What follows belongs to an exercise in optimizing a design on an open flow for small area and a short achievable clock period; a production flow would make more cautious choices.
Where RTL was checked, it was by simulation tests only, not by an equivalence proof against the original.
For run 1, only the layout was checked, not whether the RTL still works.

===== design.v =====
package rs_gf_pkg;
  typedef logic [8-1:0] data_t;
  localparam int field_order = (2 ** 8) - 1;
  localparam logic [2*8-2:0] irr_poly = 285;
  function automatic data_t gf_mult(data_t a, data_t b);
    logic [2*8-2:0] prod;
    prod = '0;
    for (int i = 0; i < 8; i++) begin
      if (b[i]) begin
        prod ^= {{(8-1){1'b0}}, a} << i;
      end
    end
    for (int i = 2*8-2; i >= 8; i--) begin
      if (prod[i]) begin
        prod ^= irr_poly << (i - 8);
      end
    end
    gf_mult = prod[8-1:0];
  endfunction
  function automatic data_t gf_pow_alpha(int e);
    data_t r;
    r = data_t'(1);
    for (int i = 0; i < (e % field_order); i++) begin
      r = gf_mult(r, data_t'(2));
    end
    gf_pow_alpha = r;
  endfunction
  function automatic logic [3:0] gf16_mult(logic [3:0] a, logic [3:0] b);
    logic [6:0] p;
    p = '0;
    for (int i = 0; i < 4; i++) begin
      if (b[i]) begin
        p ^= {3'b000, a} << i;
      end
    end
    for (int i = 6; i >= 4; i--) begin
      if (p[i]) begin
        p ^= 7'b0010011 << (i - 4);
      end
    end
    gf16_mult = p[3:0];
  endfunction
  function automatic logic [3:0] gf16_inv(logic [3:0] a);
    case (a)
      4'h1: gf16_inv = 4'h1;  4'h2: gf16_inv = 4'h9;  4'h3: gf16_inv = 4'he;
      4'h4: gf16_inv = 4'hd;  4'h5: gf16_inv = 4'hb;  4'h6: gf16_inv = 4'h7;
      4'h7: gf16_inv = 4'h6;  4'h8: gf16_inv = 4'hf;  4'h9: gf16_inv = 4'h2;
      4'ha: gf16_inv = 4'hc;  4'hb: gf16_inv = 4'h5;  4'hc: gf16_inv = 4'ha;
      4'hd: gf16_inv = 4'h4;  4'he: gf16_inv = 4'h3;  4'hf: gf16_inv = 4'h8;
      default: gf16_inv = 4'h0;
    endcase
  endfunction
  localparam logic [63:0] to_comp   = 64'h20641a907854ccdf;
  localparam logic [63:0] from_comp = 64'hd45a80c4169af235;
  function automatic data_t gf_basis(data_t a, logic [63:0] m);
    for (int r = 0; r < 8; r++) begin
      gf_basis[r] = ^(a & m[8*r +: 8]);
    end
  endfunction
  function automatic data_t gf_inv(data_t a);
    data_t c;
    logic [3:0] d;
    logic [3:0] di;
    c  = gf_basis(a, to_comp);
    d  = gf16_mult(gf16_mult(c[7:4], c[7:4]), 4'h8) ^ gf16_mult(c[7:4], c[3:0]) ^ gf16_mult(c[3:0], c[3:0]);
    di = gf16_inv(d);
    gf_inv = gf_basis({gf16_mult(c[7:4], di), gf16_mult(c[7:4] ^ c[3:0], di)}, from_comp);
  endfunction
endpackage
package rs_frame_pkg;
  typedef logic [4-1:0] tag_t;
  typedef logic [$clog2(255)-1:0] pos_t;
  typedef logic [$clog2(8+2)-1:0] cnt_t;
endpackage
module rs_symbol_framer (
  input  logic               iclk,
  input  logic               ireset,
  input  logic               iclkena,
  input  logic               isop,
  input  logic               ival,
  input  rs_gf_pkg::data_t   idat,
  output logic               sym_val,
  output logic               sym_first,
  output rs_gf_pkg::data_t   sym_dat,
  output logic               synd_val
);
  rs_frame_pkg::pos_t cnt;
  logic in_frame;
  logic last_sym;
  assign in_frame  = isop | (cnt != '0);
  assign sym_val   = iclkena & ival & in_frame;
  assign sym_first = iclkena & ival & isop;
  assign sym_dat   = idat;
  assign last_sym  = sym_val & (cnt == rs_frame_pkg::pos_t'(255-1));
  always_ff @(posedge iclk or posedge ireset) begin
    if (ireset) begin
      cnt       <= '0;
      synd_val  <= 1'b0;
    end
    else begin
      synd_val <= last_sym;
      if (last_sym) begin
        cnt       <= '0;
      end
      else if (sym_val) begin
        cnt <= isop ? rs_frame_pkg::pos_t'(1) : cnt + 1'b1;
      end
    end
  end
endmodule
module rs_syndrome_cell #(
  parameter int root_idx = 0
) (
  input  logic             iclk,
  input  logic             sym_val,
  input  logic             sym_first,
  input  rs_gf_pkg::data_t sym_dat,
  output rs_gf_pkg::data_t syndrome
);
  localparam rs_gf_pkg::data_t root = rs_gf_pkg::gf_pow_alpha(root_idx + 0);
  rs_gf_pkg::data_t acc_next;
  always_comb begin
    if (sym_first) begin
      acc_next = sym_dat;
    end
    else begin
      acc_next = rs_gf_pkg::gf_mult(syndrome, root) ^ sym_dat;
    end
  end
  always_ff @(posedge iclk) begin
    if (sym_val) begin
      syndrome <= acc_next;
    end
  end
endmodule
module rs_berlekamp_ribm (
  input  logic               iclk,
  input  logic               ireset,
  input  logic               synd_val,
  input  rs_gf_pkg::data_t [1:16] syndrome,
  input  logic               loc_take,
  output logic               loc_val,
  output rs_gf_pkg::data_t [0:8] loc_poly,
  output rs_gf_pkg::data_t [0:8-1] omega_poly,
  output rs_frame_pkg::cnt_t loc_len,
  output logic               loc_fail
);
  localparam int t   = 8;
  localparam int t2  = 16;
  localparam int np  = t2 + t - 1;    
  rs_gf_pkg::data_t syn [0:t2-1];
  rs_gf_pkg::data_t lam [0:t];
  rs_gf_pkg::data_t cb  [0:t-1];
  rs_gf_pkg::data_t cb_d;
  rs_gf_pkg::data_t gamma;
  rs_gf_pkg::data_t delta;
  rs_gf_pkg::data_t acc;
  logic [5:0]       kv;
  logic             c1_keep;
  logic             busy;
  logic [4:0]       pass;
  logic [3:0]       step;
  logic [4:0]       idx;
  logic             p_first;
  logic             st0;
  logic             st1;
  logic             last_step;
  logic             p_bm;
  logic             p_fin;
  logic             swap;
  rs_gf_pkg::data_t lam_h;
  rs_gf_pkg::data_t cb_h;
  rs_gf_pkg::data_t cb_x;
  rs_gf_pkg::data_t lam_new;
  rs_gf_pkg::data_t s_h;
  rs_gf_pkg::data_t acc_new;
  rs_gf_pkg::data_t cb_w;
  logic [4:0]       idx_base;
  assign last_step = (step == 4'(t));
  assign p_bm      = (pass < 5'(t2));
  assign p_fin     = (pass == 5'(np));
  assign swap      = (delta != '0) && !kv[5];
  always_comb begin
    if (p_first) begin
      lam_h = st0 ? rs_gf_pkg::data_t'(1) : '0;
      cb_h  = st0 ? rs_gf_pkg::data_t'(1) : '0;
    end
    else begin
      lam_h = lam[0];
      cb_h  = (st0 && !c1_keep) ? '0 : cb[0];
    end
    cb_x    = st0 ? '0 : cb_d;
    lam_new = rs_gf_pkg::gf_mult(gamma, lam_h) ^ rs_gf_pkg::gf_mult(delta, cb_x);
    s_h     = idx[4] ? '0 : syn[idx[3:0]];
    acc_new = (st1 ? '0 : acc) ^ rs_gf_pkg::gf_mult(lam[t], s_h);
    if (!p_bm) begin
      cb_w = acc_new;
    end
    else if (st0 || swap) begin
      cb_w = lam_h;
    end
    else begin
      cb_w = cb_x;
    end
    if (pass < 5'(t2 - 1)) begin
      idx_base = pass + 5'd1;
    end
    else begin
      idx_base = pass - 5'(t2 - 1);
    end
  end
  always_ff @(posedge iclk or posedge ireset) begin
    if (ireset) begin
      busy    <= 1'b0;
      loc_val <= 1'b0;
      pass    <= '0;
      step    <= '0;
      p_first <= 1'b0;
      st0     <= 1'b0;
      st1     <= 1'b0;
    end
    else begin
      if (loc_take) begin
        loc_val <= 1'b0;
      end
      if (synd_val) begin
        busy    <= 1'b1;
        pass    <= '0;
        step    <= '0;
        p_first <= 1'b1;
        st0     <= 1'b1;
        st1     <= 1'b0;
      end
      else if (busy) begin
        st0 <= last_step;
        st1 <= st0;
        if (last_step) begin
          step    <= '0;
          pass    <= pass + 1'b1;
          p_first <= 1'b0;
        end
        else begin
          step <= step + 1'b1;
        end
        if (p_fin) begin
          busy    <= 1'b0;
          loc_val <= 1'b1;
        end
      end
    end
  end
  always_ff @(posedge iclk) begin
    acc  <= acc_new;
    cb_d <= cb_h;
    idx <= st0 ? idx_base : idx - 1'b1;
  end
  always_ff @(posedge iclk) begin
    if (synd_val) begin
      for (int j = 0; j < t2; j++) begin
        syn[j] <= syndrome[j+1];
      end
      gamma   <= rs_gf_pkg::data_t'(1);
      delta   <= syndrome[1];
      kv      <= '0;
    end
    else if (busy) begin
      if (!p_fin) begin
        for (int j = 0; j < t; j++) begin
          lam[j] <= lam[j+1];
        end
        lam[t] <= lam_new;
      end
      if (p_bm ? !last_step : st0) begin
        for (int j = 0; j < t-1; j++) begin
          cb[j] <= cb[j+1];
        end
        cb[t-1] <= cb_w;
      end
      if (st1 && p_bm) begin
        c1_keep <= swap;
      end
      if (st0 && !p_first && p_bm) begin
        delta <= acc_new;
      end
      if (last_step && p_bm) begin
        if (swap) begin
          gamma <= delta;
          kv    <= ~kv;
        end
        else begin
          kv    <= kv + 1'b1;
        end
        if (pass == 5'(t2 - 1)) begin
          gamma <= rs_gf_pkg::data_t'(1);
          delta <= '0;
        end
      end
    end
  end
  always_comb begin
    for (int i = 0; i <= t; i++) begin
      loc_poly[i] = lam[i];
    end
    for (int i = 0; i < t; i++) begin
      omega_poly[i] = cb[i];
    end
  end
  assign loc_fail = kv[5];
  assign loc_len  = rs_frame_pkg::cnt_t'((6'(t2) - kv) >> 1);
endmodule
module rs_chien_forney (
  input  logic               iclk,
  input  logic               ireset,
  input  logic               iclkena,
  input  logic               loc_val,
  input  rs_gf_pkg::data_t [0:8] loc_poly,
  input  rs_gf_pkg::data_t [0:8-1] omega_poly,
  input  rs_frame_pkg::cnt_t loc_len,
  input  logic               loc_fail,
  output logic               loc_take,
  output logic               oerr_val,
  output rs_frame_pkg::pos_t oerr_pos,
  output rs_gf_pkg::data_t   oerr_mag,
  output logic               oframe_done,
  output rs_frame_pkg::cnt_t oerr_cnt,
  output logic               odecfail,
  output rs_frame_pkg::tag_t otag
);
  localparam int t = 8;
  rs_gf_pkg::data_t lam_reg [0:t];
  rs_gf_pkg::data_t omg_reg [0:t-1];
  rs_gf_pkg::data_t lam_nxt [0:t];
  rs_gf_pkg::data_t omg_nxt [0:t-1];
  logic               e_val;
  rs_frame_pkg::pos_t e_pos;
  logic               e_last;
  logic               e_root;
  rs_frame_pkg::cnt_t e_len;
  logic               e_fail;
  rs_frame_pkg::cnt_t root_cnt;
  rs_frame_pkg::cnt_t root_cnt_nxt;
  rs_gf_pkg::data_t   lam_even;
  rs_gf_pkg::data_t   lam_odd;
  rs_gf_pkg::data_t   omg_sum;
  logic               s1_val;
  logic               s1_first;
  logic               s1_last;
  logic               s1_root;
  rs_gf_pkg::data_t   s1_lodd;
  logic               s2_val;
  logic               s2_last;
  logic               s2_root;
  rs_gf_pkg::data_t   s2_inv;
  logic               omg_take;
  assign e_last   = (e_pos == rs_frame_pkg::pos_t'(255-1));
  assign loc_take = iclkena & loc_val & (~e_val | e_last);
  assign omg_take = iclkena & s1_val & s1_first;
  for (genvar g = 0; g <= t; g++) begin : g_term
    localparam rs_gf_pkg::data_t step = rs_gf_pkg::gf_pow_alpha(g + rs_gf_pkg::field_order - 4);
    assign lam_nxt[g] = rs_gf_pkg::gf_mult(lam_reg[g], step);
    always_ff @(posedge iclk) begin
      if (loc_take) begin
        lam_reg[g] <= loc_poly[g];
      end
      else if (iclkena && e_val) begin
        lam_reg[g] <= lam_nxt[g];
      end
    end
    if (g < t) begin : g_omega
      assign omg_nxt[g] = rs_gf_pkg::gf_mult(omg_reg[g], step);
      always_ff @(posedge iclk) begin
        if (omg_take) begin
          omg_reg[g] <= omega_poly[g];
        end
        else if (iclkena && s2_val) begin
          omg_reg[g] <= omg_nxt[g];
        end
      end
    end
  end
  always_comb begin
    lam_even = '0;
    lam_odd  = '0;
    omg_sum  = '0;
    for (int i = 0; i <= t; i++) begin
      if (i % 2 == 1) begin
        lam_odd ^= lam_nxt[i];
      end
      else begin
        lam_even ^= lam_nxt[i];
      end
    end
    for (int i = 0; i < t; i++) begin
      omg_sum ^= omg_nxt[i];
    end
  end
  assign e_root       = (lam_even ^ lam_odd) == '0;
  assign root_cnt_nxt = root_cnt + rs_frame_pkg::cnt_t'(e_root);
  always_ff @(posedge iclk or posedge ireset) begin
    if (ireset) begin
      e_val       <= 1'b0;
      e_pos       <= '0;
      s1_val      <= 1'b0;
      s2_val      <= 1'b0;
      root_cnt    <= '0;
      oerr_val    <= 1'b0;
      oerr_pos    <= '0;
      oframe_done <= 1'b0;
      otag        <= '0;
    end
    else if (iclkena) begin
      if (loc_take) begin
        e_val <= 1'b1;
        e_pos <= '0;
      end
      else if (e_val) begin
        e_pos <= e_pos + 1'b1;
        if (e_last) begin
          e_val <= 1'b0;
        end
      end
      if (e_val) begin
        root_cnt <= e_last ? '0 : root_cnt_nxt;
      end
      s1_val      <= e_val;
      s2_val      <= s1_val;
      oerr_val    <= s2_val;
      oframe_done <= s2_val & s2_last;
      if (oerr_val) begin
        oerr_pos <= (oerr_pos == rs_frame_pkg::pos_t'(255-1)) ? '0 : oerr_pos + 1'b1;
      end
      if (oframe_done) begin
        otag <= otag + 1'b1;
      end
    end
  end
  always_ff @(posedge iclk) begin
    if (loc_take) begin
      e_len  <= loc_len;
      e_fail <= loc_fail;
    end
    if (iclkena) begin
      s1_first <= (e_pos == '0);
      s1_last  <= e_last;
      s1_root  <= e_val & e_root;
      s1_lodd  <= lam_odd;
      s2_last  <= s1_last;
      s2_root  <= s1_root;
      s2_inv   <= rs_gf_pkg::gf_inv(s1_lodd);
      oerr_mag <= s2_root ? rs_gf_pkg::gf_mult(omg_sum, s2_inv) : '0;
      if (e_val && e_last) begin
        oerr_cnt <= root_cnt_nxt;
        odecfail <= e_fail | (root_cnt_nxt != e_len);
      end
    end
  end
endmodule
module rs_decoder_top (
  input  logic               iclk,
  input  logic               ireset,
  input  logic               iclkena,
  input  logic               isop,
  input  logic               ival,
  input  rs_gf_pkg::data_t   idat,
  output logic               oerr_val,
  output rs_frame_pkg::pos_t oerr_pos,
  output rs_gf_pkg::data_t   oerr_mag,
  output logic               oframe_done,
  output rs_frame_pkg::cnt_t oerr_cnt,
  output logic               odecfail,
  output rs_frame_pkg::tag_t otag
);
  logic  sym_val;
  logic  sym_first;
  rs_gf_pkg::data_t sym_dat;
  logic  synd_val;
  rs_gf_pkg::data_t [1:16] syndrome;
  logic  loc_val;
  logic  loc_take;
  rs_gf_pkg::data_t [0:8] loc_poly;
  rs_gf_pkg::data_t [0:8-1] omega_poly;
  rs_frame_pkg::cnt_t  loc_len;
  logic  loc_fail;
  rs_symbol_framer framer0 (
    .iclk      (iclk),
    .ireset    (ireset),
    .iclkena   (iclkena),
    .isop      (isop),
    .ival      (ival),
    .idat      (idat),
    .sym_val   (sym_val),
    .sym_first (sym_first),
    .sym_dat   (sym_dat),
    .synd_val  (synd_val)
  );
  for (genvar g = 0; g < 16; g++) begin : g_synd
    rs_syndrome_cell #(
      .root_idx (g)
    ) cell0 (
      .iclk      (iclk),
      .sym_val   (sym_val),
      .sym_first (sym_first),
      .sym_dat   (sym_dat),
      .syndrome  (syndrome[g+1])
    );
  end
  rs_berlekamp_ribm ribm0 (
    .iclk       (iclk),
    .ireset     (ireset),
    .synd_val   (synd_val),
    .syndrome   (syndrome),
    .loc_take   (loc_take),
    .loc_val    (loc_val),
    .loc_poly   (loc_poly),
    .omega_poly (omega_poly),
    .loc_len    (loc_len),
    .loc_fail   (loc_fail)
  );
  rs_chien_forney chien0 (
    .iclk        (iclk),
    .ireset      (ireset),
    .iclkena     (iclkena),
    .loc_val     (loc_val),
    .loc_poly    (loc_poly),
    .omega_poly  (omega_poly),
    .loc_len     (loc_len),
    .loc_fail    (loc_fail),
    .loc_take    (loc_take),
    .oerr_val    (oerr_val),
    .oerr_pos    (oerr_pos),
    .oerr_mag    (oerr_mag),
    .oframe_done (oframe_done),
    .oerr_cnt    (oerr_cnt),
    .odecfail    (odecfail),
    .otag        (otag)
  );
endmodule

===== flow/run.sh =====
#!/bin/bash
# Standard layout, with the setup repair aiming well below the clock period:
# the clock and constraints are unchanged, repair_timing just works until
# the worst path is at most TARGET ns long.
set -euo pipefail
TARGET=${TARGET:-5.6}
export SETUP_SLACK_MARGIN=$(python3 -c "print(round($FLOW_PERIOD_NS - $TARGET, 3))")
bash standard.sh > standard_flow.log 2>&1

===== standard.sh =====
#!/bin/bash
# synth_recipe.tcl (not shown) runs the flow's synth.tcl, then flattens the netlist and writes it again
# the make line also repeats each setting of config.mk as NAME=value (left out here)
make -C /OpenROAD-flow-scripts/flow DESIGN_CONFIG=/design/flow/config.mk WORK_HOME=/design/flow/orfs CLKGATE_MAP_FILE= SYNTH_SCRIPT=/design/flow/synth_recipe.tcl "${@:-finish}"

===== config.mk =====
export PLATFORM = sky130hd
export DESIGN_NAME = rs_decoder_top
export DESIGN_NICKNAME = rs_decoder_top
export VERILOG_FILES = /design/flow/design.v
export SDC_FILE = /design/flow/constraint.sdc
export NUM_CORES = 4
export LEC_CHECK = 0
export CAP_MARGIN = 20
export CORE_MARGIN = 2
export CORE_UTILIZATION = 60
export CTS_CLUSTER_DIAMETER = 100
export CTS_CLUSTER_SIZE = 22
export SLEW_MARGIN = 20

===== constraint.sdc =====
create_clock -name core_clock -period 22.0 [get_ports {iclk}]
set_input_delay 4.4000 -clock core_clock [delete_from_list [all_inputs] [get_ports {iclk}]]
set_output_delay 4.4000 -clock core_clock [all_outputs]
set_load 0.01 [all_outputs]

==> metrics.cfg, run 1 <==
[global_route]
busiest_layer=met2
grt_first_pass_wirelength_um=134000
overflow=0
grt_use_met2_pct=44.5
first_global_vias=22771
grtUsageMet3_pct=2.76
track_usage_pct=27.5
gr-usage-met1_pct=40.5
antenna_found_initial=0
grt_max_degree=66

[final_layout]
drive_gt1_share_pct=8.12
final_nets=3286
final_cells=4037
fillers=4565
reg.largest.list=g_synd.cell0.syndrome: 128 flops, ribm0.syn: 128 flops
final_cell_area_um2=38900
area_growth_syn_to_layout_pct=7.96

[die]
chipHeight_um=249
rows=89
die_width_um=249
core_region_area_um2=59100
io_pins=40
die_area_um2=62000
initial_core_util_pct=60.9

[detailed_routing]
routed_wl_um=85600
dr.pass1.iters=6
final_antenna_net_count=0
via_per_inst=5.77
dr.first_iter.drc_count=2170
post_drt_wl_per_cell_um=21.2
drc=0
vias=23302

[sta]
fin_crit_sh_pct=25.7
clock_skew_ns=0.0356
max_slew_margin_pct=21.6
final_max_slew_viol_count=0
finalHoldViolCount=0
rsz0062_at_grt=yes
final-setup-viol-count=0
setup_slack_ns=16.35
max_slew.worst_pin.slew_ns=1.17
fmax_ghz=0.177
finalCriticalPeriod_ns=5.65
finalSetupTns_ns=0

[logic_synthesis]
synth_largest_area_cell=edfxtp_1
yosys-top-cells-area=edfxtp_1, xnor2_1, nand2_1
synth_xor_area_share_pct=23.5
synth_nets=3296
synth_top_area_share_pct=48.1
ys.flop_type=edfxtp_1
muxShareOfSynthArea_pct=1.69
synth.cell_area_um2=36000
synthAdderAreaFrac_pct=1.14
synth_cell_type_count=93
synth_simple_gate_area_share_pct=12.3
yosys_warnings=26
synth_compound_area_share_pct=5.35
synthArstFlopShare_pct=7.84
synth-edff-count=576
syn_inst=3251
synth_top_family_by_area=XOR/XNOR gates
ys_ff_latch=663
postSynthAreaPerCell_um2=11.1
synth_seq_area_share_pct=53.6

[cts]
h-tree-depth=2
clock-root-buffer=clkbuf_16
cts_tree=done
cts_buffers=36
cts_sinks=663
ctsLongestPathBuffers=3
clk_pin_slew_worst_paths_ns=0.09
clk_latency_ns=0.60
cts_hold_buf=0

[setup_path]
crit_path_max_fanout=55
crit_type=input port to flip-flop
crit-reg2reg-launch=chien0.s1_lodd[3]$_DFFE_PP_
cpPeakStageDelay_ns=0.39
worst_r2r_endpoint=chien0.s2_inv[6]$_DFFE_PP_
path_cells=buf_2 -> buf_12 -> o21a_4 -> buf_16 -> nand4_1 -> or3_1 -> a21oi_1
r2r_slack_ns=16.53
crit_family=buffers and inverters
start_kind=input port
crit_required_ns=22.50
rr_worst_depth=22
crit_start=iclkena
cp-end-kind=flip-flop
cp_slowest_cell=or3_1
cp_data_arrival_time_ns=6.15
cp.depth=7
setup.worst_path.end=chien0.e_pos[6]$_DFFE_PP0P_
crit_buf_inv=3

[hold_path]
holdCritPathClass=flip-flop to flip-flop

[placement]
place_inst=3914
place_ws_ns=14.30
place_hpwl_um=54200
placed_cell_area_um2=36900
portBuffers=39
place.gp.congestion=0.874

[outcome]
outcome=complete, no violations

[run]
drv_cap=0

[layout by cell type (no fill, tap or decap), types with 17 or more instances in the layout]
cell type,Yosys,routed
xnor2_1,682,674
nand2_1,638,636
edfxtp_1,576,576
xor2_1,223,219
nor2_1,209,205
o21ai_0,90,90
a21oi_1,72,71
buf_4,6,67
nand3_1,49,46
dfrtp_1,52,45
inv_1,43,39
clkbuf_16,0,38
mux2i_1,38,37
dfxtp_1,35,34
buf_2,11,33
ha_1,32,31
nor3_1,26,26
a22oi_1,25,25
nand2b_1,25,25
and2_1,25,25
clkbuf_1,119,18
nor2b_1,18,17
[synth_stat cells, types with 25 or more instances]
cell      number
nor2_1       209
mux2i_1       38
inv_1         43
a22oi_1       25
a21oi_1       72
nand2b_1      25
dfxtp_1       35
nand3_1       49
and2_1        25
o21ai_0       90
buf_1         36
dfrtp_1       52
nand2_1      638
clkbuf_1     119
xnor2_1      682
nor3_1        26
edfxtp_1     576
ha_1          32
xor2_1       223
[worst min path at each step]
stage	to	slack, ns	from	cells after the start
floorplan	chien0.s2_last$_DFFE_PP_	0.40	chien0.s1_last$_DFFE_PP_	0
global placement	chien0.s2_last$_DFFE_PP_	0.41	chien0.s1_last$_DFFE_PP_	0
detailed placement	chien0.s2_last$_DFFE_PP_	0.41	chien0.s1_last$_DFFE_PP_	0
CTS	chien0.s2_root$_DFFE_PP_	0.45	chien0.s1_root$_DFFE_PP_	0
global route	ribm0.lam[2][5]$_DFFE_PP_	0.46	ribm0.lam[3][5]$_DFFE_PP_	0
finish	ribm0.lam[2][5]$_DFFE_PP_	0.43	ribm0.lam[3][5]$_DFFE_PP_	0
[through the flow]
step / hold WS, ns / utilization, %
2_1_floorplan: 0.400 / -
3_3_place_gp: 0.405 / 62.4
3_5_place_dp: 0.414 / 62.4
4_1_cts: 0.446 / 65.2
5_1_grt: 0.459 / 65.7
6_report: 0.432 / 65.7
[kinds of logic (layout without fill, tap and decap cells)]
group | after synthesis | in the layout
simple gates | 1054 | 1055
xor+xnor | 930 | 930
flops | 663 | 663
compound gates | 294 | 294
buf+inv | 220 | 231
mux | 57 | 57
fa+ha+maj | 33 | 33
other cells | 0 | 1
[layer usage]
metal,routed length [µm],vias up
met5,0,-
met4,1750,0
met3,5060,127
met2,40400,768
met1,38400,11523
li1,-,10884
[timing repair]
action / 4_1_cts / 5_1_grt
gates resized for setup: 162 / 32
cloned: 6 / 2
pin swaps: 5 / 17
setup buffers: 40 / 14
setup endpoints to repair: 516 / 196
[layout make-up]
type,count,area (µm²),area share (%)
inverter,45,188,0.483
antenna,1,2.50,0.00644
multi-input combinational,2369,16200,41.6
tap,773,967,2.49
timing repair inverter,3,22.5,0.0580
clock inverter,5,91.3,0.235
timing repair buffer,123,1120,2.89
sequential,663,19300,49.7
clock buffer,55,993,2.56
==> run 2: changes to the inputs <==
--- a/design.v
+++ b/design.v
@@ -17,6 +17,24 @@
     end
     gf_mult = prod[8-1:0];
   endfunction
+  function automatic data_t gf_mult2(data_t a, data_t b, data_t c, data_t d);
+    logic [2*8-2:0] prod;
+    prod = '0;
+    for (int i = 0; i < 8; i++) begin
+      if (b[i]) begin
+        prod ^= {{(8-1){1'b0}}, a} << i;
+      end
+      if (d[i]) begin
+        prod ^= {{(8-1){1'b0}}, c} << i;
+      end
+    end
+    for (int i = 2*8-2; i >= 8; i--) begin
+      if (prod[i]) begin
+        prod ^= irr_poly << (i - 8);
+      end
+    end
+    gf_mult2 = prod[8-1:0];
+  endfunction
   function automatic data_t gf_pow_alpha(int e);
     data_t r;
     r = data_t'(1);
@@ -50,8 +68,8 @@
       default: gf16_inv = 4'h0;
     endcase
   endfunction
-  localparam logic [63:0] to_comp   = 64'h20641a907854ccdf;
-  localparam logic [63:0] from_comp = 64'hd45a80c4169af235;
+  localparam logic [63:0] to_comp   = 64'h203a64f4d224a001;
+  localparam logic [63:0] from_comp = 64'h822480b26e841c01;
   function automatic data_t gf_basis(data_t a, logic [63:0] m);
     for (int r = 0; r < 8; r++) begin
       gf_basis[r] = ^(a & m[8*r +: 8]);
@@ -62,7 +80,7 @@
     logic [3:0] d;
     logic [3:0] di;
     c  = gf_basis(a, to_comp);
-    d  = gf16_mult(gf16_mult(c[7:4], c[7:4]), 4'h8) ^ gf16_mult(c[7:4], c[3:0]) ^ gf16_mult(c[3:0], c[3:0]);
+    d  = gf16_mult(gf16_mult(c[7:4], c[7:4]), 4'h9) ^ gf16_mult(c[7:4], c[3:0]) ^ gf16_mult(c[3:0], c[3:0]);
     di = gf16_inv(d);
     gf_inv = gf_basis({gf16_mult(c[7:4], di), gf16_mult(c[7:4] ^ c[3:0], di)}, from_comp);
   endfunction
@@ -84,13 +102,28 @@
   output rs_gf_pkg::data_t   sym_dat,
   output logic               synd_val
 );
+  logic               in_v;
+  logic               in_sop;
+  rs_gf_pkg::data_t   in_dat;
   rs_frame_pkg::pos_t cnt;
   logic in_frame;
   logic last_sym;
-  assign in_frame  = isop | (cnt != '0);
-  assign sym_val   = iclkena & ival & in_frame;
-  assign sym_first = iclkena & ival & isop;
-  assign sym_dat   = idat;
+  always_ff @(posedge iclk or posedge ireset) begin
+    if (ireset) begin
+      in_v <= 1'b0;
+    end
+    else begin
+      in_v <= iclkena & ival;
+    end
+  end
+  always_ff @(posedge iclk) begin
+    in_sop <= isop;
+    in_dat <= idat;
+  end
+  assign in_frame  = in_sop | (cnt != '0);
+  assign sym_val   = in_v & in_frame;
+  assign sym_first = in_v & in_sop;
+  assign sym_dat   = in_dat;
   assign last_sym  = sym_val & (cnt == rs_frame_pkg::pos_t'(255-1));
   always_ff @(posedge iclk or posedge ireset) begin
     if (ireset) begin
@@ -103,7 +136,7 @@
         cnt       <= '0;
       end
       else if (sym_val) begin
-        cnt <= isop ? rs_frame_pkg::pos_t'(1) : cnt + 1'b1;
+        cnt <= in_sop ? rs_frame_pkg::pos_t'(1) : cnt + 1'b1;
       end
     end
   end
@@ -190,7 +223,7 @@
       cb_h  = (st0 && !c1_keep) ? '0 : cb[0];
     end
     cb_x    = st0 ? '0 : cb_d;
-    lam_new = rs_gf_pkg::gf_mult(gamma, lam_h) ^ rs_gf_pkg::gf_mult(delta, cb_x);
+    lam_new = rs_gf_pkg::gf_mult2(gamma, lam_h, delta, cb_x);
     s_h     = idx[4] ? '0 : syn[idx[3:0]];
     acc_new = (st1 ? '0 : acc) ^ rs_gf_pkg::gf_mult(lam[t], s_h);
     if (!p_bm) begin
@@ -213,39 +246,38 @@
     if (ireset) begin
       busy    <= 1'b0;
       loc_val <= 1'b0;
-      pass    <= '0;
-      step    <= '0;
-      p_first <= 1'b0;
-      st0     <= 1'b0;
-      st1     <= 1'b0;
     end
     else begin
       if (loc_take) begin
         loc_val <= 1'b0;
       end
       if (synd_val) begin
-        busy    <= 1'b1;
-        pass    <= '0;
+        busy <= 1'b1;
+      end
+      else if (busy && p_fin) begin
+        busy    <= 1'b0;
+        loc_val <= 1'b1;
+      end
+    end
+  end
+  always_ff @(posedge iclk) begin
+    if (synd_val) begin
+      pass    <= '0;
+      step    <= '0;
+      p_first <= 1'b1;
+      st0     <= 1'b1;
+      st1     <= 1'b0;
+    end
+    else if (busy) begin
+      st0 <= last_step;
+      st1 <= st0;
+      if (last_step) begin
         step    <= '0;
-        p_first <= 1'b1;
-        st0     <= 1'b1;
-        st1     <= 1'b0;
-      end
-      else if (busy) begin
-        st0 <= last_step;
-        st1 <= st0;
-        if (last_step) begin
-          step    <= '0;
-          pass    <= pass + 1'b1;
-          p_first <= 1'b0;
-        end
-        else begin
-          step <= step + 1'b1;
-        end
-        if (p_fin) begin
-          busy    <= 1'b0;
-          loc_val <= 1'b1;
-        end
+        pass    <= pass + 1'b1;
+        p_first <= 1'b0;
+      end
+      else begin
+        step <= step + 1'b1;
       end
     end
   end
@@ -327,6 +359,7 @@
   output rs_frame_pkg::tag_t otag
 );
   localparam int t = 8;
+  logic               en_d;
   rs_gf_pkg::data_t lam_reg [0:t];
   rs_gf_pkg::data_t omg_reg [0:t-1];
   rs_gf_pkg::data_t lam_nxt [0:t];
@@ -351,10 +384,16 @@
   logic               s2_last;
   logic               s2_root;
   rs_gf_pkg::data_t   s2_inv;
+  logic               v_val;
+  logic               v_done;
+  rs_gf_pkg::data_t   v_mag;
+  logic               p_val;
+  logic               p_done;
+  rs_gf_pkg::data_t   p_mag;
   logic               omg_take;
   assign e_last   = (e_pos == rs_frame_pkg::pos_t'(255-1));
-  assign loc_take = iclkena & loc_val & (~e_val | e_last);
-  assign omg_take = iclkena & s1_val & s1_first;
+  assign loc_take = en_d & loc_val & (~e_val | e_last);
+  assign omg_take = en_d & s1_val & s1_first;
   for (genvar g = 0; g <= t; g++) begin : g_term
     localparam rs_gf_pkg::data_t step = rs_gf_pkg::gf_pow_alpha(g + rs_gf_pkg::field_order - 4);
     assign lam_nxt[g] = rs_gf_pkg::gf_mult(lam_reg[g], step);
@@ -362,7 +401,7 @@
       if (loc_take) begin
         lam_reg[g] <= loc_poly[g];
       end
-      else if (iclkena && e_val) begin
+      else if (en_d && e_val) begin
         lam_reg[g] <= lam_nxt[g];
       end
     end
@@ -372,7 +411,7 @@
         if (omg_take) begin
           omg_reg[g] <= omega_poly[g];
         end
-        else if (iclkena && s2_val) begin
+        else if (en_d && s2_val) begin
           omg_reg[g] <= omg_nxt[g];
         end
       end
@@ -398,48 +437,59 @@
   assign root_cnt_nxt = root_cnt + rs_frame_pkg::cnt_t'(e_root);
   always_ff @(posedge iclk or posedge ireset) begin
     if (ireset) begin
+      en_d        <= 1'b0;
       e_val       <= 1'b0;
-      e_pos       <= '0;
       s1_val      <= 1'b0;
       s2_val      <= 1'b0;
-      root_cnt    <= '0;
+      v_val       <= 1'b0;
+      v_done      <= 1'b0;
+      p_val       <= 1'b0;
+      p_done      <= 1'b0;
       oerr_val    <= 1'b0;
       oerr_pos    <= '0;
       oframe_done <= 1'b0;
       otag        <= '0;
     end
-    else if (iclkena) begin
-      if (loc_take) begin
-        e_val <= 1'b1;
-        e_pos <= '0;
-      end
-      else if (e_val) begin
-        e_pos <= e_pos + 1'b1;
-        if (e_last) begin
+    else begin
+      en_d <= iclkena;
+      if (en_d) begin
+        if (loc_take) begin
+          e_val <= 1'b1;
+        end
+        else if (e_val && e_last) begin
           e_val <= 1'b0;
         end
-      end
-      if (e_val) begin
-        root_cnt <= e_last ? '0 : root_cnt_nxt;
-      end
-      s1_val      <= e_val;
-      s2_val      <= s1_val;
-      oerr_val    <= s2_val;
-      oframe_done <= s2_val & s2_last;
-      if (oerr_val) begin
-        oerr_pos <= (oerr_pos == rs_frame_pkg::pos_t'(255-1)) ? '0 : oerr_pos + 1'b1;
-      end
-      if (oframe_done) begin
-        otag <= otag + 1'b1;
+        s1_val <= e_val;
+        s2_val <= s1_val;
+        v_val  <= s2_val;
+        v_done <= s2_val & s2_last;
+        p_val  <= v_val;
+        p_done <= v_done;
+      end
+      if (iclkena) begin
+        oerr_val    <= en_d ? v_val  : p_val;
+        oframe_done <= en_d ? v_done : p_done;
+        if (oerr_val) begin
+          oerr_pos <= (oerr_pos == rs_frame_pkg::pos_t'(255-1)) ? '0 : oerr_pos + 1'b1;
+        end
+        if (oframe_done) begin
+          otag <= otag + 1'b1;
+        end
       end
     end
   end
   always_ff @(posedge iclk) begin
     if (loc_take) begin
-      e_len  <= loc_len;
-      e_fail <= loc_fail;
+      e_len    <= loc_len;
+      e_fail   <= loc_fail;
+      e_pos    <= '0;
+      root_cnt <= '0;
+    end
+    else if (en_d && e_val) begin
+      e_pos    <= e_pos + 1'b1;
+      root_cnt <= root_cnt_nxt;
     end
-    if (iclkena) begin
+    if (en_d) begin
       s1_first <= (e_pos == '0);
       s1_last  <= e_last;
       s1_root  <= e_val & e_root;
@@ -447,12 +497,16 @@
       s2_last  <= s1_last;
       s2_root  <= s1_root;
       s2_inv   <= rs_gf_pkg::gf_inv(s1_lodd);
-      oerr_mag <= s2_root ? rs_gf_pkg::gf_mult(omg_sum, s2_inv) : '0;
+      v_mag    <= s2_root ? rs_gf_pkg::gf_mult(omg_sum, s2_inv) : '0;
+      p_mag    <= v_mag;
       if (e_val && e_last) begin
         oerr_cnt <= root_cnt_nxt;
         odecfail <= e_fail | (root_cnt_nxt != e_len);
       end
     end
+    if (iclkena) begin
+      oerr_mag <= en_d ? v_mag : p_mag;
+    end
   end
 endmodule
 module rs_decoder_top (
--- a/config.mk
+++ b/config.mk
@@ -8,6 +8,6 @@
 export CAP_MARGIN = 20
 export CORE_MARGIN = 2
 export CORE_UTILIZATION = 60
-export CTS_CLUSTER_DIAMETER = 100
-export CTS_CLUSTER_SIZE = 22
+export CTS_CLUSTER_DIAMETER = 60
+export CTS_CLUSTER_SIZE = 30
 export SLEW_MARGIN = 20
==> run 2 against run 1 <==
Effect of this change: still clean on timing, DRC and antenna; register-to-register slack better by 0.29 ns; synthesized cell count down 4.4%; via count down 6.4%; area after synthesis down 0.35%; worst setup slack better by 0.072 ns; cell area down 0.45%; critical path depth down 6; worst hold slack better by 0.0082 ns; first-iteration DRC count down 24%; largest cell class unchanged.
==> metrics.cfg, run 2 <==
[detailed_routing]
dr.first_iter.drc_count=1659  ; -24%
final_antenna_net_count=0  ; unchanged
post_drt_wl_per_cell_um=20.5  ; -3.5%
dr.pass1.iters=6  ; unchanged
vias=21810  ; -6.4%
drc=0  ; unchanged
routed_wl_um=79800  ; -6.8%
via_per_inst=5.60  ; -3.1%

[die]
rows=89  ; unchanged
io_pins=40  ; unchanged
die_width_um=248  ; -0.17%
initial_core_util_pct=60.8  ; -0.10 points
die_area_um2=61700  ; -0.35%
core_region_area_um2=59000  ; -0.19%
chipHeight_um=248  ; -0.17%

[logic_synthesis]
synth_nets=3152  ; -4.4%
synth.cell_area_um2=35900  ; -0.35%
synth_simple_gate_area_share_pct=11.1  ; -1.3 points
synth_top_family_by_area=XOR/XNOR gates
synthArstFlopShare_pct=4.90  ; -2.9 points
synthTopCellsByCount=nand2_1, xnor2_1, edfxtp_1
synth-edff-count=584  ; +1.4%
synth_xor_area_share_pct=23.7  ; +0.23 points
synth_cell_type_count=78  ; -16%
yosys_warnings=26  ; unchanged
yosys-top-cells-area=edfxtp_1, xnor2_1, nand2_1
syn_inst=3107  ; -4.4%
postSynthAreaPerCell_um2=11.5  ; +4.3%
ys.flop_type=edfxtp_1
ys_ff_latch=694  ; +4.7%
synth_seq_area_share_pct=55.5  ; +1.9 points
synth_compound_area_share_pct=4.50  ; -0.85 points
synthAdderAreaFrac_pct=1.12  ; -0.024 points
synth_top_area_share_pct=48.9  ; +0.84 points
muxShareOfSynthArea_pct=2.02  ; +0.33 points
synth.most_common_cell=nand2_1
synth_largest_area_cell=edfxtp_1

[placement]
place_hpwl_um=53500  ; -1.3%
place_inst=3793  ; -3.1%
portBuffers=39  ; unchanged
place.gp.congestion=0.848  ; -2.9%

[setup_path]
cp_slowest_cell=dfrtp_2
cp_data_arrival_time_ns=1.17  ; -4.98 ns
crit_type=flip-flop to output pin
cpPeakStageDelay_ns=0.44  ; +0.05 ns
crit_required_ns=17.60  ; -4.90 ns
crit_family=flip-flops
cp.depth=1  ; -6
crit_buf_inv=1  ; -2
rr_worst_depth=15  ; -32%
crit_path_max_fanout=2  ; -96%
path_cells=buf_6
start_kind=flip-flop
cp-end-kind=output pin

[sta]
final_max_slew_viol_count=0  ; unchanged
fmax_ghz=0.179  ; +1.3%
finalCriticalPeriod_ns=5.57  ; -0.0724 ns
max_slew_margin_pct=27.0  ; +5.3 points
finalHoldViolCount=0  ; unchanged
clock_skew_ns=0.0198  ; -0.0158 ns
rsz0062_at_grt=yes
finalSetupTns_ns=0  ; unchanged
fin_crit_sh_pct=25.3  ; -0.33 points
max_slew.worst_pin.slew_ns=1.10  ; -0.0722 ns
final-setup-viol-count=0  ; unchanged

[cts]
cts_tree=done
ctsLongestPathBuffers=3  ; unchanged
clk_pin_slew_worst_paths_ns=0.09  ; about the same
cts_hold_buf=0  ; unchanged
cts_sinks=694  ; +4.7%
cts_buffers=47  ; +31%
clk_latency_ns=0.62  ; +0.02 ns
h-tree-depth=2  ; unchanged
clock-root-buffer=clkbuf_16

[run]
drv_cap=0  ; unchanged

[hold_path]
min_path_cells=0  ; unchanged
holdCritPathClass=flip-flop to flip-flop

[global_route]
grt_first_pass_wirelength_um=126000  ; -5.9%
first_global_vias=21600  ; -5.1%
track_usage_pct=25.8  ; -1.7 points
grt_max_degree=97  ; +47%
antenna_found_initial=1  ; +1
overflow=0  ; unchanged

[final_layout]
reg.largest.list=g_synd.cell0.syndrome: 128 flops, ribm0.syn: 128 flops
final_cell_mix=nand2_1, xnor2_1, edfxtp_1
antenna_cells=0  ; -1
area_growth_syn_to_layout_pct=7.85  ; about the same
drive_gt1_share_pct=7.94  ; -0.19 points
layout_commonest_cell=nand2_1
fin_util_pct=65.5  ; -0.17 points
final_nets=3132  ; -4.7%
final_cells=3898  ; -3.4%

[outcome]
outcome=complete, no violations

[run 2: worst paths after layout]
check / start / endpoint / slack, ns
min reg2reg: chien0.s1_root$_DFFE_PP_ / chien0.s2_root$_DFFE_PP_ / 0.44
min: chien0.s1_root$_DFFE_PP_ / chien0.s2_root$_DFFE_PP_ / 0.44
max in group asynchronous: ireset / framer0.synd_val$_DFF_PP0_ / 17.42
max: chien0.oerr_pos[5]$_DFFE_PP0P_ / oerr_pos[5] / 16.43
max reg2reg: chien0.s1_lodd[6]$_DFFE_PP_ / chien0.s2_inv[3]$_DFFE_PP_ / 16.82
min in group asynchronous: ireset / chien0.p_done$_DFF_PP0_ / 4.20
[run 2: layout make-up]
type                    count  area [µm²]
clock inverters            37         504
flip-flops and latches    694       19900
clock buffers              50        1230
fillers                  4583       20300
multi-input cells        2219       15300
repair buffers             87         638
inverters                  38         145
well taps                 773         967
[run 2: metrics by stage]
stage | hold WS (ns) | instance area, µm² | worst slack [ns]
floorplan | 0.400 | 35900 | 16.85
global placement | 0.403 | 36900 | 16.07
detailed placement | 0.419 | 36900 | 15.97
CTS | 0.441 | 38600 | 16.32
global route | 0.448 | 38700 | 16.39
finish | 0.440 | 38700 | 16.43
[run 2: cell families (layout without fill, tap and decap cells)]
logic type	after synthesis	count (layout)
DFF	694	694
AOI/OAI and AO/OA	256	256
xor gates and xnor gates	911	911
and+or+nand+nor	954	954
adders and majority gates	32	32
muxes	66	66
buffers and inverters	194	212
[run 2: what timing repair did]
action,in CTS,in global routing
endpoints found under the setup margin,27,9
resized for setup,113,6
cloned,0,0
setup buffers,12,6
[run 2: per-layer routing]
layer / vias up / wire length, µm / GRT usage, %
met4: 0 / 2150 / 7.61
li1: 10399 / - / -
met3: 111 / 3480 / 2.37
met5: - / 0 / 0
met1: 10749 / 34300 / 35.7
met2: 551 / 39900 / 43.6
==> run 3: changes to the inputs <==
--- a/flow/run.sh
+++ b/flow/run.sh
@@ -3,6 +3,6 @@
 # the clock and constraints are unchanged, repair_timing just works until
 # the worst path is at most TARGET ns long.
 set -euo pipefail
-TARGET=${TARGET:-5.6}
+TARGET=${TARGET:-5.5}
 export SETUP_SLACK_MARGIN=$(python3 -c "print(round($FLOW_PERIOD_NS - $TARGET, 3))")
 bash standard.sh > standard_flow.log 2>&1
--- a/config.mk
+++ b/config.mk
@@ -8,6 +8,6 @@
 export CAP_MARGIN = 20
 export CORE_MARGIN = 2
 export CORE_UTILIZATION = 60
-export CTS_CLUSTER_DIAMETER = 60
-export CTS_CLUSTER_SIZE = 30
+export CTS_CLUSTER_DIAMETER = 100
+export CTS_CLUSTER_SIZE = 22
 export SLEW_MARGIN = 20
==> run 3 against run 2 <==
Effect of this change: global-route usage about the same; worst setup slack improved by 0.0047 ns; highest routed layer unchanged; first-iteration DRC count decreased by 0.60%; sequential share of layout area increased by 0.74 points; utilization decreased by 0.92 points; clock skew increased by 0.020 ns; critical path type unchanged; sequential cell count unchanged; largest cell class unchanged.
==> metrics.cfg, run 3 <==
[detailed_routing]
drc=0  ; unchanged
post_drt_wl_per_cell_um=20.5  ; +0.21%
dr.pass1.iters=7  ; +1
dr.first_iter.drc_count=1649  ; -0.60%
final_antenna_net_count=0  ; unchanged
routed_wl_um=79600  ; -0.20%
vias=21760  ; -0.23%
via_per_inst=5.61  ; +0.18%

[placement]
place_inst=3793  ; unchanged
portBuffers=39  ; unchanged
placed_cell_area_um2=36900  ; unchanged
place_ws_ns=15.97  ; unchanged
place_hpwl_um=53500  ; unchanged
place.gp.congestion=0.848  ; unchanged

[logic_synthesis]
syn_inst=3107  ; unchanged
synth-edff-count=584  ; unchanged
postSynthAreaPerCell_um2=11.5  ; unchanged
yosys-top-cells-area=edfxtp_1, xnor2_1, nand2_1
yosys_warnings=26  ; unchanged
synth.cell_area_um2=35900  ; unchanged
synth_seq_area_share_pct=55.5  ; unchanged
synth_top_area_share_pct=48.9  ; unchanged
ys_ff_latch=694  ; unchanged
synth_largest_area_cell=edfxtp_1
synth.most_common_cell=nand2_1
synth_cell_type_count=78  ; unchanged
ys.flop_type=edfxtp_1
synth_nets=3152  ; unchanged
synthTopCellsByCount=nand2_1, xnor2_1, edfxtp_1
synthArstFlopShare_pct=4.90  ; unchanged

[final_layout]
drive_gt1_share_pct=6.75  ; -1.2 points
reg.largest.list=g_synd.cell0.syndrome: 128 flops, ribm0.syn: 128 flops
area_growth_syn_to_layout_pct=6.33
layout_commonest_cell=nand2_1
fin_util_pct=64.6  ; -0.92 points
final_nets=3125  ; -0.22%
final_cells=3882  ; -0.41%
final_cell_mix=nand2_1, xnor2_1, edfxtp_1
antenna_cells=0  ; unchanged
final_cell_area_um2=38100  ; -1.4%
fillers=4626  ; +0.94%

[sta]
holdWs_ns=0.441  ; +0.00120 ns
rsz0062_at_grt=yes
setup_slack_ns=16.43  ; +0.00470 ns
final_max_slew_viol_count=0  ; unchanged
clock_skew_ns=0.0396  ; +0.0198 ns
finalCriticalPeriod_ns=5.57  ; -0.00470 ns
fin_crit_sh_pct=25.3  ; about the same
final-setup-viol-count=0  ; unchanged
finalSetupTns_ns=0  ; unchanged
max_slew.worst_pin.slew_ns=1.09  ; -0.00927 ns
max_slew_margin_pct=27.6  ; +0.62 points
finalHoldViolCount=0  ; unchanged
fmax_ghz=0.180  ; about the same

[setup_path]
crit_required_ns=17.60  ; about the same
crit_buf_inv=1  ; unchanged
setup.worst_path.end=oerr_pos[5]
cp.depth=1  ; unchanged
crit_path_max_fanout=2  ; unchanged
crit_type=flip-flop to output pin
crit_family=flip-flops
cp_data_arrival_time_ns=1.17  ; about the same
cp-end-kind=output pin
cpPeakStageDelay_ns=0.44  ; about the same
crit-reg2reg-launch=chien0.s1_lodd[6]$_DFFE_PP_
r2r_slack_ns=16.84  ; +0.02 ns
path_cells=buf_6
cp_slowest_cell=dfrtp_2
start_kind=flip-flop
rr_worst_depth=15  ; unchanged
crit_start=chien0.oerr_pos[5]$_DFFE_PP0P_
worst_r2r_endpoint=chien0.s2_inv[3]$_DFFE_PP_

[hold_path]
holdCritPathClass=flip-flop to flip-flop

[global_route]
antenna_found_initial=0  ; -1
grt_max_degree=97  ; unchanged
first_global_vias=21394  ; -0.95%
grt_first_pass_wirelength_um=125000  ; -0.14%
overflow=0  ; unchanged
track_usage_pct=25.8  ; -0.035 points

[cts]
clk_pin_slew_worst_paths_ns=0.10  ; about the same
cts_buffers=39  ; -17%
cts_sinks=694  ; unchanged
ctsLongestPathBuffers=3  ; unchanged
clk_latency_ns=0.60  ; -0.02 ns
cts_tree=done
clock-root-buffer=clkbuf_16
h-tree-depth=2  ; unchanged

[die]
die_width_um=248  ; unchanged
io_pins=40  ; unchanged
initial_core_util_pct=60.8  ; unchanged
chipHeight_um=248  ; unchanged
die_area_um2=61700  ; unchanged
rows=89  ; unchanged
core_region_area_um2=59000  ; unchanged

[run]
drv_cap=0  ; unchanged

[outcome]
outcome=complete, no violations

## run 3: changes by cell type in the layout (fill, tap and decap cells not counted), sizes merged
cell	delta
bufinv	-3
clkinvlp	-3
buf	+1
inv	-17
clkinv	-8
clkbuf	+14
## run 3: worst reg2reg max path, delay by kind of cell (launching register included)
family | cells | cell delay (ns)
mux | 2 | 0.39
simple gates | 3 | 0.58
flops | 1 | 0.50
xor+xnor | 8 | 3.08
fa+ha+maj | 1 | 0.23
buf+inv | 1 | 0.16
## run 3: worst min path at each step
stage	startpoint	to	slack, ns	cells after the start
after global routing	ribm0.cb[2][0]$_DFFE_PP_	ribm0.cb[1][0]$_DFFE_PP_	0.45	0
final	ribm0.lam[3][7]$_DFFE_PP_	ribm0.lam[2][7]$_DFFE_PP_	0.44	0
after detailed placement	chien0.s1_root$_DFFE_PP_	chien0.s2_root$_DFFE_PP_	0.42	0
after CTS	chien0.s1_root$_DFFE_PP_	chien0.s2_root$_DFFE_PP_	0.45	0
after global placement	chien0.s1_root$_DFFE_PP_	chien0.s2_root$_DFFE_PP_	0.40	0
after floorplan	chien0.s1_last$_DFFE_PP_	chien0.s2_last$_DFFE_PP_	0.40	0
## run 3: layer usage
metal / track usage (%) / routed length (µm)
met2: 43.8 / 39900
met3: 2.64 / 3270
met4: 6.16 / 1870
met1: 35.8 / 34500
met5: 0 / 0
## run 3: cells by family after synthesis
family	share of synthesized area (%)
AO/OA/AOI/OAI	4.50
XOR/XNOR	23.7
adder cells (fa/ha/maj)	1.12
buffers and inverters	2.10
flip-flops	55.5
multiplexers	2.02
AND/OR/NAND/NOR	11.1
## run 3: timing repair
item / CTS / global route
buffers inserted: 12 / 6
hold endpoints to repair: 0 / 0
hold buffers: 0 / 0
resized for setup: 118 / 7
setup endpoints to repair: 28 / 33
## run 3: area by class of cell
type                            count  area [µm²]  area share (%)
Multi-Input combinational cell   2219       15300            40.0
Tap cell                          773         967            2.54
Timing Repair Buffer               88         681            1.78
Clock buffer                       64        1070            2.81
Inverter                           38         145           0.381
Sequential cell                   694       19900            52.3
Clock inverter                      6        75.1           0.197
==> run 4: changes to the inputs <==
--- a/flow/run.sh
+++ b/flow/run.sh
@@ -3,6 +3,6 @@
 # the clock and constraints are unchanged, repair_timing just works until
 # the worst path is at most TARGET ns long.
 set -euo pipefail
-TARGET=${TARGET:-5.5}
+TARGET=${TARGET:-5.6}
 export SETUP_SLACK_MARGIN=$(python3 -c "print(round($FLOW_PERIOD_NS - $TARGET, 3))")
 bash standard.sh > standard_flow.log 2>&1
--- a/config.mk
+++ b/config.mk
@@ -7,7 +7,7 @@
 export LEC_CHECK = 0
 export CAP_MARGIN = 20
 export CORE_MARGIN = 2
-export CORE_UTILIZATION = 60
+export CORE_UTILIZATION = 66
 export CTS_CLUSTER_DIAMETER = 100
 export CTS_CLUSTER_SIZE = 22
 export SLEW_MARGIN = 20
==> run 4 against run 3 <==
Effect of this change: still clean; first-iteration DRC count is 26% higher; sequential cell count stayed put; sequential share of layout area is 0.22 points higher; routed wire length is 1.4% lower; via count is 0.32% higher; largest cell class unchanged; highest routed layer unchanged.
==> metrics.cfg, run 4 <==
[outcome]
outcome=complete, no violations

[final_layout]
final_nets=3120  ; -0.16%
multiInputGateArea_um2=15300  ; about the same
layout_commonest_cell=nand2_1
final_cells=3800  ; -2.1%
antenna_cells=0  ; unchanged
reg.largest.list=g_synd.cell0.syndrome: 128 flops, ribm0.syn: 128 flops
final_cell_mix=nand2_1, xnor2_1, edfxtp_1
area_growth_syn_to_layout_pct=5.86
final_cell_area_um2=38000  ; -0.45%
seqCellArea_um2=19900  ; about the same
fin_util_pct=70.5  ; +5.9 points
fillers=3912  ; -15%
drive_gt1_share_pct=6.48  ; -0.28 points

[sta]
finalHoldViolCount=0  ; unchanged
max_slew.worst_pin.slew_ns=1.10  ; +0.0105 ns
holdWs_ns=0.426  ; -0.0157 ns
final-setup-viol-count=0  ; unchanged
finalCriticalPeriod_ns=5.55  ; -0.0145 ns
fmax_ghz=0.180  ; +0.26%
max_slew_margin_pct=26.9  ; -0.70 points
fin_crit_sh_pct=25.2  ; -0.066 points
finalSetupTns_ns=0  ; unchanged
setup_slack_ns=16.45  ; +0.0145 ns
clock_skew_ns=0.0237  ; -0.0159 ns
final_max_slew_viol_count=0  ; unchanged
rsz0062_at_grt=yes

[logic_synthesis]
synth_top_area_share_pct=48.9  ; unchanged
synth_largest_area_cell=edfxtp_1
synth_nets=3152  ; unchanged
syn_inst=3107  ; unchanged
ys_ff_latch=694  ; unchanged
yosys-top-cells-area=edfxtp_1, xnor2_1, nand2_1
yosys_warnings=26  ; unchanged
synth-edff-count=584  ; unchanged
synth.cell_area_um2=35900  ; unchanged
synth_seq_area_share_pct=55.5  ; unchanged
synth.most_common_cell=nand2_1
ys.flop_type=edfxtp_1
synth_cell_type_count=78  ; unchanged
synthTopCellsByCount=nand2_1, xnor2_1, edfxtp_1
synthArstFlopShare_pct=4.90  ; unchanged
postSynthAreaPerCell_um2=11.5  ; unchanged

[placement]
place_ws_ns=16.00  ; +0.0319 ns
place_hpwl_um=52700  ; -1.6%
place_inst=3717  ; -2.0%
placed_cell_area_um2=36800  ; -0.25%
portBuffers=39  ; unchanged
place.gp.congestion=0.882  ; +4.0%

[detailed_routing]
dr.first_iter.drc_count=2070  ; +26%
post_drt_wl_per_cell_um=20.7  ; +0.68%
vias=21829  ; +0.32%
final_antenna_net_count=0  ; unchanged
dr.pass1.iters=6  ; -1
via_per_inst=5.74  ; +2.5%
routed_wl_um=78500  ; -1.4%
drc=0  ; unchanged

[die]
core_region_area_um2=53800  ; -8.8%
chipHeight_um=237  ; -4.6%
io_pins=40  ; unchanged
die_area_um2=56200  ; -8.9%
rows=85  ; -4.5%
initial_core_util_pct=66.6  ; +5.9 points
die_width_um=237  ; -4.6%

[global_route]
track_usage_pct=28.3  ; +2.5 points
first_global_vias=21891  ; +2.3%
overflow=0  ; unchanged
grt_max_degree=97  ; unchanged
grt_first_pass_wirelength_um=124000  ; -1.2%
antenna_found_initial=0  ; unchanged

[cts]
cts_tree=done
h-tree-depth=2  ; unchanged
clk_pin_slew_worst_paths_ns=0.09  ; about the same
cts_buffers=38  ; -2.6%
cts_hold_buf=0  ; unchanged
cts_sinks=694  ; unchanged
clock-root-buffer=clkbuf_16
ctsLongestPathBuffers=3  ; unchanged
clk_latency_ns=0.59  ; about the same

[setup_path]
crit_type=flip-flop to output pin
crit_path_max_fanout=2  ; unchanged
start_kind=flip-flop
crit_family=flip-flops
path_cells=buf_2
crit_buf_inv=1  ; unchanged
cp_slowest_cell=dfrtp_2
crit_required_ns=17.60  ; about the same
cpPeakStageDelay_ns=0.43  ; about the same
cp_data_arrival_time_ns=1.15  ; -0.02 ns
cp-end-kind=output pin

[run]
drv_cap=0  ; unchanged

[hold_path]
holdCritPathClass=flip-flop to flip-flop

run 4: routing by layer:
metal  global-route usage, %  vias up  wire, µm  share of wire (%)
li1                        -    10349         -                  -
met1                    38.8    10731     33500                 43
met2                    48.2      610     38900                 50
met3                    2.97      139      3740                4.8
met4                    8.56        0      2400                3.1
met5                       0        -         0                  0
run 4: kinds of logic (layout without fill, tap and decap cells):
logic type / Yosys count / after routing / share of synthesized area, %
XOR/XNOR: 911 / 911 / 23.7
buffers and inverters: 194 / 191 / 2.10
AND/OR/NAND/NOR: 954 / 954 / 11.1
adder cells (fa/ha/maj): 32 / 32 / 1.12
AO/OA/AOI/OAI: 256 / 256 / 4.50
flip-flops: 694 / 694 / 55.5
multiplexers: 66 / 66 / 2.02
run 4: final timing paths:
path | end | from | cells past startpoint | slack, ns
worst max-delay path | oerr_pos[3] | chien0.oerr_pos[3]$_DFFE_PP0P_ | 1 | 16.45
worst min-delay path | chien0.s2_root$_DFFE_PP_ | chien0.s1_root$_DFFE_PP_ | 0 | 0.43
worst max register to register | ribm0.delta[4]$_DFFE_PP_ | ribm0.idx[0]$_DFF_P_ | 14 | 16.75
worst min register to register | chien0.s2_root$_DFFE_PP_ | chien0.s1_root$_DFFE_PP_ | 0 | 0.43
max in group asynchronous | chien0.en_d$_DFF_PP0_ | ireset | 3 | 17.37
min in group asynchronous | framer0.cnt[0]$_DFFE_PP0P_ | ireset | 3 | 4.24
run 4: final cells by class:
class	instances	area share [%]
Clock buffer	65	2.94
Tap cell	696	2.29
Timing Repair Buffer	84	1.56
Clock inverter	4	0.109
Inverter	38	0.386
Sequential cell	694	52.5
Multi-Input combinational cell	2219	40.2
run 4: timing repair:
action                     CTS  global route
resized for setup          110             5
setup endpoints to repair   27             3
setup buffers               14             0
==> run 5: changes to the inputs <==
--- a/config.mk
+++ b/config.mk
@@ -7,7 +7,9 @@
 export LEC_CHECK = 0
 export CAP_MARGIN = 20
 export CORE_MARGIN = 2
-export CORE_UTILIZATION = 66
+export CORE_UTILIZATION = 60
 export CTS_CLUSTER_DIAMETER = 100
 export CTS_CLUSTER_SIZE = 22
+export GPL_ROUTABILITY_DRIVEN = 0
+export GPL_TIMING_DRIVEN = 0
 export SLEW_MARGIN = 20
==> run 5 against run 4 <==
Effect of this change: still clean on timing, DRC and antenna; routed wire length rose by 9.2%; first-iteration DRC count down 6.7%; sequential cell count did not move; area after synthesis did not move; via count is 3.6% higher; sequential share of layout area decreased by 1.0 points; register-to-register slack got worse by 0.02 ns; final cell count increased by 5.7%; cell area increased by 2.0%; highest routed layer unchanged.
==> metrics.cfg, run 5 <==
[outcome]
outcome=complete, no violations

[sta]
rsz0062_at_grt=no
max_slew.worst_pin.slew_ns=1.13  ; +0.0331 ns
final_max_slew_viol_count=0  ; unchanged
fin_crit_sh_pct=25.2  ; about the same
finalSetupTns_ns=0  ; unchanged
clock_skew_ns=0.0250  ; +0.00132 ns
max_slew_margin_pct=24.7  ; -2.2 points
fmax_ghz=0.180  ; about the same

[final_layout]
layout_commonest_cell=nand2_1
antenna_cells=0  ; unchanged
area_growth_syn_to_layout_pct=7.92
fin_util_pct=65.6  ; -5.0 points
final_cell_mix=nand2_1, xnor2_1, edfxtp_1

[logic_synthesis]
synthArstFlopShare_pct=4.90  ; unchanged
synth_top_area_share_pct=48.9  ; unchanged
yosys_warnings=26  ; unchanged
ys.flop_type=edfxtp_1
synth_seq_area_share_pct=55.5  ; unchanged
synth_nets=3152  ; unchanged
synth_largest_area_cell=edfxtp_1
syn_inst=3107  ; unchanged
synth_cell_type_count=78  ; unchanged
synth.most_common_cell=nand2_1
synth-edff-count=584  ; unchanged
synth.cell_area_um2=35900  ; unchanged

[setup_path]
cp_slowest_cell=dfrtp_1
crit_required_ns=17.60  ; about the same
rr_worst_depth=17  ; +3
r2r_slack_ns=16.73  ; -0.02 ns
crit_buf_inv=1  ; unchanged
worst_r2r_endpoint=ribm0.cb[7][4]$_DFFE_PP_
crit_family=flip-flops
crit_start=chien0.oerr_pos[2]$_DFFE_PP0P_
cp_data_arrival_time_ns=1.15  ; about the same
cp-end-kind=output pin
cpPeakStageDelay_ns=0.41  ; -0.02 ns
setup.worst_path.end=oerr_pos[2]
crit_type=flip-flop to output pin
crit-reg2reg-launch=ribm0.idx[1]$_DFF_P_

[detailed_routing]
dr.pass1.iters=6  ; unchanged
dr.first_iter.drc_count=1931  ; -6.7%
post_drt_wl_per_cell_um=21.3  ; +3.3%
via_per_inst=5.63  ; -2.0%
final_antenna_net_count=0  ; unchanged

[die]
chipHeight_um=248  ; +4.8%
initial_core_util_pct=60.8  ; -5.9 points
die_area_um2=61700  ; +9.8%
die_width_um=248  ; +4.8%
core_region_area_um2=59000  ; +9.7%
rows=89  ; +4.7%

[hold_path]
holdCritPathClass=flip-flop to flip-flop

[cts]
cts_tree=done
cts_sinks=694  ; unchanged
cts_hold_buf=0  ; unchanged
clk_latency_ns=0.60  ; about the same
h-tree-depth=2  ; unchanged
cts_buffers=38  ; unchanged

[global_route]
grt_first_pass_wirelength_um=134000  ; +8.0%
first_global_vias=22881  ; +4.5%
antenna_found_initial=0  ; unchanged

[run]
drv_cap=0  ; unchanged

[placement]
place_hpwl_um=61400  ; +17%
portBuffers=39  ; unchanged

run 5: cell types whose count changed in the layout (fill, tap and decap cells not counted), moves of 3 or more:
cell,change
buf_1,+22
buf_12,+3
buf_16,+9
buf_2,+18
buf_4,-30
clkbuf_1,+112
clkbuf_2,+3
run 5: what timing repair did:
item	in CTS	in global routing
cloned	0	0
buffers inserted	13	1
pin swaps	0	0
resized for setup	105	12
setup endpoints to repair	37	13
run 5: final cells by class:
type	count	area, µm²	area share (%)
tap	773	967	2.50
clock buffer	63	1070	2.75
multi-input combinational	2219	15200	39.4
timing repair buffer	67	691	1.78
buffer	156	616	1.59
sequential	694	19900	51.5
clock inverter	6	46.3	0.120
inverter	38	150	0.388
run 5: metal layers:
metal  GRT usage, %  vias up  part of all wire (%)
met1           36.0    11064                    41
met2           48.3      720                    50
met3           2.94      183                   5.0
met5              0        -                     0
met4           10.7        0                   4.3
li1               -    10638                     -
run 5: worst min-delay path by stage:
stage	startpoint	to	slack [ns]	cells past startpoint
6_report	chien0.s1_last$_DFFE_PP_	chien0.s2_last$_DFFE_PP_	0.43	0
5_1_grt	chien0.s1_last$_DFFE_PP_	chien0.s2_last$_DFFE_PP_	0.44	0
4_1_cts	chien0.s1_root$_DFFE_PP_	chien0.s2_root$_DFFE_PP_	0.43	0
3_5_place_dp	chien0.s1_last$_DFFE_PP_	chien0.s2_last$_DFFE_PP_	0.41	0
3_3_place_gp	chien0.s1_root$_DFFE_PP_	chien0.s2_root$_DFFE_PP_	0.40	0
2_1_floorplan	chien0.s1_last$_DFFE_PP_	chien0.s2_last$_DFFE_PP_	0.40	0
run 5: kinds of logic (layout without fill, tap and decap cells):
logic type      count (synthesis)  count (layout)  synth area share (%)
compound gates                256             256                  4.50
xor+xnor                      911             911                  23.7
fa+ha+maj                      32              32                  1.12
buf+inv                       194             330                  2.10
flops                         694             694                  55.5
mux                            66              66                  2.02
simple gates                  954             954                  11.1
run 5: metrics by stage:
| step | setup slack (ns) | std cells | hold WS, ns | instance area, µm² |
|---|---|---|---|---|
| floorplan | 16.85 | 3107 | 0.400 | 35900 |
| global placement | 15.26 | 3919 | 0.405 | 37200 |
| detailed placement | 15.35 | 3931 | 0.408 | 37600 |
| CTS | 16.27 | 4013 | 0.432 | 38700 |
| global route | 16.41 | 4016 | 0.439 | 38700 |
| finish | 16.45 | 4016 | 0.430 | 38700 |
run 5: worst register-to-register path, cell delays in order, from the launching register on:
cell	delay, ns
dfxtp_1	0.35
inv_1	0.11
ha_1	0.15
buf_2	0.29
buf_2	0.38
buf_1	0.58
a22oi_1	0.23
a21oi_1	0.18
o21ai_0	0.15
a21oi_2	0.49
nand2_1	0.13
xnor2_1	0.23
xnor3_1	0.34
xnor3_1	0.39
xnor3_1	0.46
xnor3_1	0.25
nand2_1	0.09
o21ai_0	0.15

-- separate check: timing with driven ports --
How much do the figures lean on ideal ports? The routed layouts below were timed once more, with nothing changed but the port constraints. Step 1 assumes that a clkbuf_16 drives the clock port and a buf_2 every other input. Step 2 times the ports against the registers' clock, not the clock port: input delays grow and output delays shrink by t, the midpoint of the rising clock arrivals with the driver on. Slacks: ideal / step 1 / step 2; pairs: ideal / step 1.
run | shift t [ns] | slack for setup (ns) | latest minus earliest clock arrival (ns) | cell pins on the clock port's net
run 1 | 0.649 | 16.355 / 16.380 / 15.747 | 0.036 / 0.036 | 1
run 2 | 0.671 | 16.427 / 16.363 / 15.900 | 0.027 / 0.027 | 1
run 3 | 0.643 | 16.432 / 16.366 / 15.977 | 0.042 / 0.042 | 1
run 4 | 0.635 | 16.446 / 16.387 / 15.940 | 0.027 / 0.027 | 1
run 5 | 0.647 | 16.448 / 16.383 / 15.923 | 0.029 / 0.029 | 1
After both steps setup and hold are still met in every run listed. For run 1, which loses most, drivers alone change the setup slack by +0.025 ns; drivers and shift together by -0.608 ns.
